What follows belongs to an exercise in optimizing a design on an open flow for small area, a short achievable clock period and few clock cycles per item; a production flow would make more cautious choices. In this exercise RTL edits were held to simulation tests only and were not proved equivalent to the original. Power is estimated from default activity; no workload was simulated.

Setup of cedar:
Design alu_mdu, start of the top module:
module alu_mdu #(
  parameter int unsigned WIDTH = 32,
  parameter int unsigned SHW   = 5
) (
  input  logic             clk,
  input  logic             rst_n,
  input  logic [WIDTH-1:0] busA,
  input  logic [WIDTH-1:0] busB,
  input  logic [4:0]       ALUctr,
  input  logic [SHW-1:0]   shamt,
  input  logic             start,
  output logic [WIDTH-1:0] Result,
  output logic             Zero,
  output logic             busy,
  output logic             done,
  output logic [WIDTH-1:0] hi,
  output logic [WIDTH-1:0] lo
);
Size in the first run: roughly 120 flip-flops, ~180 I/O pins, roughly 35000 sq um of cells after synthesis.
Settings: LEC_CHECK=0, ABC_AREA=1, CAP_MARGIN=30, CORE_MARGIN=2, CORE_UTILIZATION=40, SETUP_SLACK_MARGIN=2.5, SLEW_MARGIN=20, TNS_END_PERCENT=0; clock period 10.0 ns.
run.sh (not shown) runs the stock make flow with config.mk's settings and CLKGATE_MAP_FILE= SYNTH_SCRIPT=/design/flow/synth_recipe.tcl, a recipe that flattens the netlist after the stock synthesis.
Testbench counts of cedar, summed over its fixed seeds: cycles 1,368, ops 320.
Inputs modified between cedar and maple:
diff --git a/flow/design.v b/flow/design.v
--- a/flow/design.v
+++ b/flow/design.v
@@ -113,26 +113,22 @@
   logic        sgn_q;       
   logic        negq_q, negr_q;
   logic [1:0]  mcnt_q;      
   logic        m5_q;        
   logic [1:0]  mr_q;        
   logic [3:0]  dcnt_q;      
   logic accept, acc_mul, acc_div, acc_signed;
   assign accept     = start & ~busy_q;
   assign acc_mul    = accept & ((ALUctr == OpMult) | (ALUctr == OpMultu));
   assign acc_div    = accept & ((ALUctr == OpDiv) | (ALUctr == OpDivu));
   assign acc_signed = (ALUctr == OpMult) | (ALUctr == OpDiv);
-  logic narrow_a, narrow_b, mswap;
-  assign narrow_a = (busA[31:15] == {17{acc_signed & busA[31]}});
-  assign narrow_b = (busB[31:15] == {17{acc_signed & busB[31]}});
-  assign mswap    = narrow_a & ~narrow_b;
   logic [8:0]  bx;
   logic [40:0] msum;
   logic [35:0] ppr [4];
   logic [3:0]  pneg;
   logic        mlast;         
   always_comb begin
     bx = m5_q ? {8'b0, bprev_q} : {lo_q[7:0], bprev_q};
     for (int i = 0; i < 4; i++) begin
       logic one, two;
       one     = bx[2*i] ^ bx[2*i+1];
       two     = (bx[2*i+2] & ~bx[2*i+1] & ~bx[2*i]) | (~bx[2*i+2] & bx[2*i+1] & bx[2*i]);
@@ -197,23 +193,23 @@
       st_div   <= 1'b0;
       st_fix   <= 1'b0;
       hi_q     <= '0;
       lo_q     <= '0;
     end else begin
       done_q <= 1'b0;
       if (!busy_q) begin
         if (acc_mul) begin
           busy_q <= 1'b1;
           st_mul <= 1'b1;
           hi_q   <= '0;
-          lo_q   <= mswap ? busA : busB;
+          lo_q   <= busB;
         end else if (acc_div) begin
           busy_q   <= 1'b1;
           st_dnorm <= 1'b1;
           hi_q     <= busA;
           lo_q     <= busB;
         end else if (start && ALUctr == OpMthi) begin
           hi_q <= busA;
         end else if (start && ALUctr == OpMtlo) begin
           lo_q <= busA;
         end
       end
@@ -264,28 +260,28 @@
       if (st_fix) begin
         if (negr_q) hi_q <= hi_neg;
         if (negq_q) lo_q <= lo_neg;
         st_fix <= 1'b0;
         busy_q <= 1'b0;
         done_q <= 1'b1;
       end
     end
   end
   always_ff @(posedge clk) begin
     if (!busy_q) begin
-      d_q     <= mswap ? {{2{acc_signed & busB[31]}}, busB} : {{2{acc_signed & busA[31]}}, busA};
+      d_q     <= {{2{acc_signed & busA[31]}}, busA};
       sgn_q   <= acc_signed;
       bprev_q <= 1'b0;
       mcnt_q  <= '0;
       m5_q    <= 1'b0;
-      mr_q    <= {narrow_a | narrow_b, 1'b0};
+      mr_q    <= {busB[31:15] == {17{acc_signed & busB[31]}}, 1'b0};
     end
     if (st_mul) begin
       bprev_q <= lo_q[7];
       mcnt_q  <= mcnt_q + 2'd1;
       m5_q    <= (mcnt_q == 2'd3);
       mr_q    <= {1'b0, mr_q[1]};
     end
     if (st_dnorm) begin
       d_q    <= d_sh;
       dcnt_q <= ncyc[3:0];
       negr_q <= sgn_q & hi_q[31];
Results
Looking at area overhead of the layout relative to synthesis, maple sits 4.3 points higher than cedar does.
Diff cedar -> maple: setup slack has increased, non-clock inverter count in the final layout has increased.
maple — largest stage delay on the critical path 0.03 ns lower, cedar as reference
Compared to cedar, maple has number of rows created at floorplan about 1.9% lower.
maple vs cedar, critical path capture point: Result[8] vs Result[3]
Diff maple and cedar: power higher in cedar
Looking at proportion of power drawn by the clock network, maple sits 0.5 points higher than cedar does.
As of maple, synthesized area per cell had risen slightly compared to cedar.
maple vs. cedar: share of flip-flops with an asynchronous set or reset saw little to no change, number of vias per cell after detailed routing saw a decrease.
Testbench counts of maple, summed over its fixed seeds: cycles 1,432, ops 320.

---

## the baseline
The RTL this note starts from:
==> flow/design.v <==
module alu_mdu #(
  parameter int unsigned WIDTH = 32,
  parameter int unsigned SHW   = 5
) (
  input  logic             clk,
  input  logic             rst_n,
  input  logic [WIDTH-1:0] busA,
  input  logic [WIDTH-1:0] busB,
  input  logic [4:0]       ALUctr,
  input  logic [SHW-1:0]   shamt,
  input  logic             start,
  output logic [WIDTH-1:0] Result,
  output logic             Zero,
  output logic             busy,
  output logic             done,
  output logic [WIDTH-1:0] hi,
  output logic [WIDTH-1:0] lo
);
  localparam logic [4:0] OpAdd   = 5'b00000;
  localparam logic [4:0] OpSub   = 5'b00001;
  localparam logic [4:0] OpSlt   = 5'b00010;
  localparam logic [4:0] OpAnd   = 5'b00011;
  localparam logic [4:0] OpNor   = 5'b00100;
  localparam logic [4:0] OpOr    = 5'b00101;
  localparam logic [4:0] OpXor   = 5'b00110;
  localparam logic [4:0] OpSll   = 5'b00111;
  localparam logic [4:0] OpSrl   = 5'b01000;
  localparam logic [4:0] OpSltu  = 5'b01001;
  localparam logic [4:0] OpSllv  = 5'b01100;
  localparam logic [4:0] OpSra   = 5'b01101;
  localparam logic [4:0] OpSrav  = 5'b01110;
  localparam logic [4:0] OpSrlv  = 5'b01111;
  localparam logic [4:0] OpLui   = 5'b10000;
  localparam logic [4:0] OpMult  = 5'b10001;
  localparam logic [4:0] OpMultu = 5'b10010;
  localparam logic [4:0] OpDiv   = 5'b10011;
  localparam logic [4:0] OpDivu  = 5'b10100;
  localparam logic [4:0] OpMfhi  = 5'b10101;
  localparam logic [4:0] OpMflo  = 5'b10110;
  localparam logic [4:0] OpMthi  = 5'b10111;
  localparam logic [4:0] OpMtlo  = 5'b11000;
  logic [31:0] hi_q, lo_q;
  logic        sub;
  logic [31:0] bb, gen, prop, kill, carry;
  logic        cout, slt, sltu;
  assign sub  = ~ALUctr[2] & (ALUctr[0] ^ ALUctr[1]);
  assign bb   = busB ^ {32{sub}};
  assign gen  = busA & bb;
  assign prop = busA ^ bb;
  assign kill = ~(busA | bb);
  logic [31:0] pg [6];
  logic [31:0] pp [6];
  always_comb begin
    pg[0] = gen;
    pp[0] = prop;
    pg[0][0] = gen[0] | (prop[0] & sub);
    for (int l = 0; l < 5; l++) begin
      pg[l+1] = pg[l];
      pp[l+1] = pp[l];
      for (int k = 0; k < 32; k++) begin
        if ((k >> l) % 2 == 1) begin
          pg[l+1][k] = pg[l][k] | (pp[l][k] & pg[l][((k >> l) << l) - 1]);
          pp[l+1][k] = pp[l][k] & pp[l][((k >> l) << l) - 1];
        end
      end
    end
    carry = {pg[5][30:0], sub};
    cout  = pg[5][31];
  end
  assign slt  = (busA[31] ^ busB[31]) ? busA[31] : (prop[31] ^ carry[31]);
  assign sltu = ~cout;
  logic        sh_left, sh_arith, sh_var, is_lui;
  logic [4:0]  amt;
  logic [31:0] sh_in, sh_out, sh_rev;
  logic [32:0] sh_wide;
  always_comb begin
    is_lui   = (ALUctr == OpLui);
    sh_left  = (ALUctr == OpSll) || (ALUctr == OpSllv) || is_lui;
    sh_arith = (ALUctr == OpSra) || (ALUctr == OpSrav);
    sh_var   = (ALUctr == OpSllv) || (ALUctr == OpSrav) || (ALUctr == OpSrlv);
    amt      = is_lui ? 5'd16 : (sh_var ? busA[4:0] : shamt);
    for (int i = 0; i < 32; i++) sh_in[i] = sh_left ? busB[31-i] : busB[i];
    sh_wide  = $signed({sh_arith & busB[31], sh_in}) >>> amt;
    sh_out   = sh_wide[31:0];
    for (int i = 0; i < 32; i++) sh_rev[i] = sh_out[31-i];
  end
  logic t_g, t_p, t_k, t_c, s_slt, s_sltu, s_shr, s_shl, s_hi, s_lo, z_add;
  logic [31:0] xo;
  always_comb begin
    t_g = (ALUctr == OpAnd) || (ALUctr == OpOr);
    t_p = (ALUctr == OpAdd) || (ALUctr == OpSub) || (ALUctr == OpOr) || (ALUctr == OpXor);
    t_k = (ALUctr == OpNor);
    t_c = (ALUctr == OpAdd) || (ALUctr == OpSub);
    s_slt  = (ALUctr == OpSlt);
    s_sltu = (ALUctr == OpSltu);
    s_shl  = sh_left;
    s_shr  = (ALUctr == OpSrl) || (ALUctr == OpSrlv) || sh_arith;
    s_hi   = (ALUctr == OpMfhi);
    s_lo   = (ALUctr == OpMflo);
    xo     = ((gen & {32{t_g}}) | (prop & {32{t_p}}) | (kill & {32{t_k}}))
           | (sh_out & {32{s_shr}}) | (sh_rev & {32{s_shl}})
           | (hi_q & {32{s_hi}}) | (lo_q & {32{s_lo}});
    Result = (xo ^ (carry & {32{t_c}})) | {31'b0, (slt & s_slt) | (sltu & s_sltu)};
    z_add  = &(prop ~^ {busA[30:0] | bb[30:0], sub});
    Zero   = t_c    ? z_add :
             s_slt  ? ~slt :
             s_sltu ? ~sltu : ~|xo;
  end
  logic        busy_q, done_q;
  logic        st_mul, st_dnorm, st_div, st_fix;   
  logic [32:0] d_q;         
  logic        bprev_q;     
  logic        sgn_q;       
  logic        negq_q, negr_q;
  logic [1:0]  mcnt_q;      
  logic        m5_q;        
  logic [1:0]  mr_q;        
  logic [3:0]  dcnt_q;      
  logic accept, acc_mul, acc_div, acc_signed;
  assign accept     = start & ~busy_q;
  assign acc_mul    = accept & ((ALUctr == OpMult) | (ALUctr == OpMultu));
  assign acc_div    = accept & ((ALUctr == OpDiv) | (ALUctr == OpDivu));
  assign acc_signed = (ALUctr == OpMult) | (ALUctr == OpDiv);
  logic narrow_a, narrow_b, mswap;
  assign narrow_a = (busA[31:15] == {17{acc_signed & busA[31]}});
  assign narrow_b = (busB[31:15] == {17{acc_signed & busB[31]}});
  assign mswap    = narrow_a & ~narrow_b;
  logic [8:0]  bx;
  logic [40:0] msum;
  logic [35:0] ppr [4];
  logic [3:0]  pneg;
  logic        mlast;         
  always_comb begin
    bx = m5_q ? {8'b0, bprev_q} : {lo_q[7:0], bprev_q};
    for (int i = 0; i < 4; i++) begin
      logic one, two;
      one     = bx[2*i] ^ bx[2*i+1];
      two     = (bx[2*i+2] & ~bx[2*i+1] & ~bx[2*i]) | (~bx[2*i+2] & bx[2*i+1] & bx[2*i]);
      pneg[i] = bx[2*i+2] & ~(bx[2*i+1] & bx[2*i]);
      for (int j = 0; j < 34; j++)
        ppr[i][j] = ((one & d_q[j < 33 ? j : 32]) | (two & (j > 0 ? d_q[j-1] : 1'b0))) ^ pneg[i];
      ppr[i][35:34] = {2{ppr[i][33]}};
    end
    msum = {{9{hi_q[31]}}, hi_q}
         + {{5{ppr[0][35]}}, ppr[0]}
         + {{3{ppr[1][35]}}, ppr[1], 2'b0}
         + {{1{ppr[2][35]}}, ppr[2], 4'b0}
         + {ppr[3][34:0], 6'b0}
         + {34'b0, pneg[3], 1'b0, pneg[2], 1'b0, pneg[1], 1'b0, pneg[0]};
    mlast = m5_q || mr_q[0] || (mcnt_q == 2'd3 && !(~sgn_q & lo_q[7]));
  end
  function automatic logic [5:0] lzc32(input logic [31:0] x);
    lzc32 = 6'd32;
    for (int i = 0; i < 32; i++) if (x[i]) lzc32 = 6'd31 - i[5:0];
  endfunction
  logic [31:0] hi_neg, lo_neg, a_abs, b_abs;
  logic [32:0] d_sh;
  logic [5:0]  lza, lzb;
  logic [6:0]  sdiff;
  logic [4:0]  sodd;
  logic [33:0] t1, t2;
  logic [31:0] r1, r2;
  logic        q1, q2;
  always_comb begin
    hi_neg = -hi_q;
    lo_neg = -lo_q;
    a_abs  = (sgn_q & hi_q[31]) ? hi_neg : hi_q;
    b_abs  = (sgn_q & lo_q[31]) ? lo_neg : lo_q;
    lza    = lzc32(a_abs);
    lzb    = lzc32(b_abs);
    sdiff  = {1'b0, lzb} - {1'b0, lza};
    sodd   = sdiff[4:0] | 5'd1;    
    d_sh   = {1'b0, b_abs} << sodd;
    t1     = {2'b0, hi_q} - {1'b0, d_q};
    q1     = ~t1[33];
    r1     = q1 ? t1[31:0] : hi_q;
    t2     = {2'b0, r1} - {2'b0, d_q[32:1]};
    q2     = ~t2[33];
    r2     = q2 ? t2[31:0] : r1;
  end
  always_ff @(posedge clk) begin
    if (!rst_n) begin
      busy_q   <= 1'b0;
      done_q   <= 1'b0;
      st_mul   <= 1'b0;
      st_dnorm <= 1'b0;
      st_div   <= 1'b0;
      st_fix   <= 1'b0;
      hi_q     <= '0;
      lo_q     <= '0;
    end else begin
      done_q <= 1'b0;
      if (!busy_q) begin
        if (acc_mul) begin
          busy_q <= 1'b1;
          st_mul <= 1'b1;
          hi_q   <= '0;
          lo_q   <= mswap ? busA : busB;
        end else if (acc_div) begin
          busy_q   <= 1'b1;
          st_dnorm <= 1'b1;
          hi_q     <= busA;
          lo_q     <= busB;
        end else if (start && ALUctr == OpMthi) begin
          hi_q <= busA;
        end else if (start && ALUctr == OpMtlo) begin
          lo_q <= busA;
        end
      end
      if (st_mul) begin
        if (m5_q) begin
          hi_q <= msum[31:0];
        end else if (mr_q[0]) begin
          {hi_q, lo_q} <= {{15{msum[40]}}, msum, lo_q[31:24]};
        end else begin
          hi_q <= msum[39:8];
          lo_q <= {msum[7:0], lo_q[31:8]};
        end
        if (mlast) begin
          st_mul <= 1'b0;
          busy_q <= 1'b0;
          done_q <= 1'b1;
        end
      end
      if (st_dnorm) begin
        st_dnorm <= 1'b0;
        if (lo_q == '0) begin
          lo_q   <= '1;
          busy_q <= 1'b0;
          done_q <= 1'b1;
        end else if (sdiff[6]) begin
          lo_q   <= '0;
          busy_q <= 1'b0;
          done_q <= 1'b1;
        end else begin
          hi_q   <= a_abs;
          lo_q   <= '0;
          st_div <= 1'b1;
        end
      end
      if (st_div) begin
        hi_q <= r2;
        lo_q <= {lo_q[29:0], q1, q2};
        if (dcnt_q == '0) begin
          st_div <= 1'b0;
          if (negq_q | negr_q) begin
            st_fix <= 1'b1;
          end else begin
            busy_q <= 1'b0;
            done_q <= 1'b1;
          end
        end
      end
      if (st_fix) begin
        if (negr_q) hi_q <= hi_neg;
        if (negq_q) lo_q <= lo_neg;
        st_fix <= 1'b0;
        busy_q <= 1'b0;
        done_q <= 1'b1;
      end
    end
  end
  always_ff @(posedge clk) begin
    if (!busy_q) begin
      d_q     <= mswap ? {acc_signed & busB[31], busB} : {acc_signed & busA[31], busA};
      sgn_q   <= acc_signed;
      bprev_q <= 1'b0;
      mcnt_q  <= '0;
      m5_q    <= 1'b0;
      mr_q    <= {narrow_a | narrow_b, 1'b0};
    end
    if (st_mul) begin
      bprev_q <= lo_q[7];
      mcnt_q  <= mcnt_q + 2'd1;
      m5_q    <= (mcnt_q == 2'd3);
      mr_q    <= {1'b0, mr_q[1]};
    end
    if (st_dnorm) begin
      d_q    <= d_sh;
      dcnt_q <= sodd[4:1];
      negr_q <= sgn_q & hi_q[31];
      negq_q <= sgn_q & (hi_q[31] ^ lo_q[31]);
    end
    if (st_div) begin
      d_q    <= d_q >> 2;
      dcnt_q <= dcnt_q - 4'd1;
    end
  end
  assign busy = busy_q;
  assign done = done_q;
  assign hi   = hi_q;
  assign lo   = lo_q;
endmodule
==> flow/config.mk <==
export PLATFORM = sky130hd
export DESIGN_NAME = alu_mdu
export DESIGN_NICKNAME = alu_mdu
export VERILOG_FILES = /design/flow/design.v
export SDC_FILE = /design/flow/constraint.sdc
export NUM_CORES = 4
export LEC_CHECK = 0
export ABC_AREA = 1
export CAP_MARGIN = 30
export CORE_MARGIN = 2
export CORE_UTILIZATION = 40
export SETUP_SLACK_MARGIN = 2.5
export SLEW_MARGIN = 20
export TNS_END_PERCENT = 0
==> flow/constraint.sdc <==
create_clock -name core_clock -period 10.0 [get_ports {clk}]
set_input_delay 2.0000 -clock core_clock [delete_from_list [all_inputs] [get_ports {clk}]]
set_output_delay 2.0000 -clock core_clock [all_outputs]
set_load 0.01 [all_outputs]
The baseline | stages: all done | timing, DRC, antenna: all pass
Testbench counts of the baseline, summed over its fixed seeds: cycles 1,516, ops 320.
Relative to the baseline, the following input files were edited for the candidate:
--- a/flow/design.v
+++ b/flow/design.v
@@ -121,10 +121,6 @@
   assign acc_mul    = accept & ((ALUctr == OpMult) | (ALUctr == OpMultu));
   assign acc_div    = accept & ((ALUctr == OpDiv) | (ALUctr == OpDivu));
   assign acc_signed = (ALUctr == OpMult) | (ALUctr == OpDiv);
-  logic narrow_a, narrow_b, mswap;
-  assign narrow_a = (busA[31:15] == {17{acc_signed & busA[31]}});
-  assign narrow_b = (busB[31:15] == {17{acc_signed & busB[31]}});
-  assign mswap    = narrow_a & ~narrow_b;
   logic [8:0]  bx;
   logic [40:0] msum;
   logic [35:0] ppr [4];
@@ -195,7 +191,7 @@
           busy_q <= 1'b1;
           st_mul <= 1'b1;
           hi_q   <= '0;
-          lo_q   <= mswap ? busA : busB;
+          lo_q   <= busB;
         end else if (acc_div) begin
           busy_q   <= 1'b1;
           st_dnorm <= 1'b1;
@@ -262,12 +258,12 @@
   end
   always_ff @(posedge clk) begin
     if (!busy_q) begin
-      d_q     <= mswap ? {acc_signed & busB[31], busB} : {acc_signed & busA[31], busA};
+      d_q     <= {acc_signed & busA[31], busA};
       sgn_q   <= acc_signed;
       bprev_q <= 1'b0;
       mcnt_q  <= '0;
       m5_q    <= 1'b0;
-      mr_q    <= {narrow_a | narrow_b, 1'b0};
+      mr_q    <= {busB[31:15] == {17{acc_signed & busB[31]}}, 1'b0};
     end
     if (st_mul) begin
       bprev_q <= lo_q[7];
==> comparison <==
Delta (the candidate minus the baseline): met3 layer wire length in the routed design went down; xor and xnor area share after synthesis did not really move; vertical die dimension went down. On number of cells on the critical path, the higher figure sits with the baseline, not the candidate. Looking at proportion of power drawn by the clock network across the candidate and the baseline, the one that comes out higher is the baseline. For the overall fraction of global-route tracks in use, the candidate came in 0.56 points lower than the baseline did. Per the comparison of the candidate with the baseline, worst-case register-to-register setup slack increased 390 ps, core utilization decreased 0.19 points.
Testbench counts of the candidate, summed over its fixed seeds: cycles 1,580, ops 320.

[separate check: timing with driven ports]
How much do the figures lean on ideal ports? The routed layouts below were timed once more, with nothing changed but the port constraints.
Step 1 assumes that a clkbuf_16 drives the clock port and a buf_2 every other input.
Step 2 also shifts input and output timing later by t, the mid clock arrival at the registers, as if the neighbouring blocks saw the same clock.
Three values: ideal ports, drivers, drivers and shift; two values: the first two.
| run | t (ns) | slack for setup (ns) | worst setup path at the end | pins driven straight from the clock port |
|---|---|---|---|---|
| cedar | 0.570 | 2.216 / 2.194 / 2.194 | input to output | 1 |
| maple | 0.569 | 2.293 / 2.252 / 2.252 | input to output | 1 |
| the baseline | 0.555 | 1.823 / 1.750 / 1.750 | input to output | 1 |
| the candidate | 0.546 | 2.080 / 2.033 / 2.033 | input to output | 1 |
After both steps every run listed still meets setup and hold. The setup slack of the baseline, which loses most, moves by -0.073 ns with the drivers and by -0.073 ns with both steps.
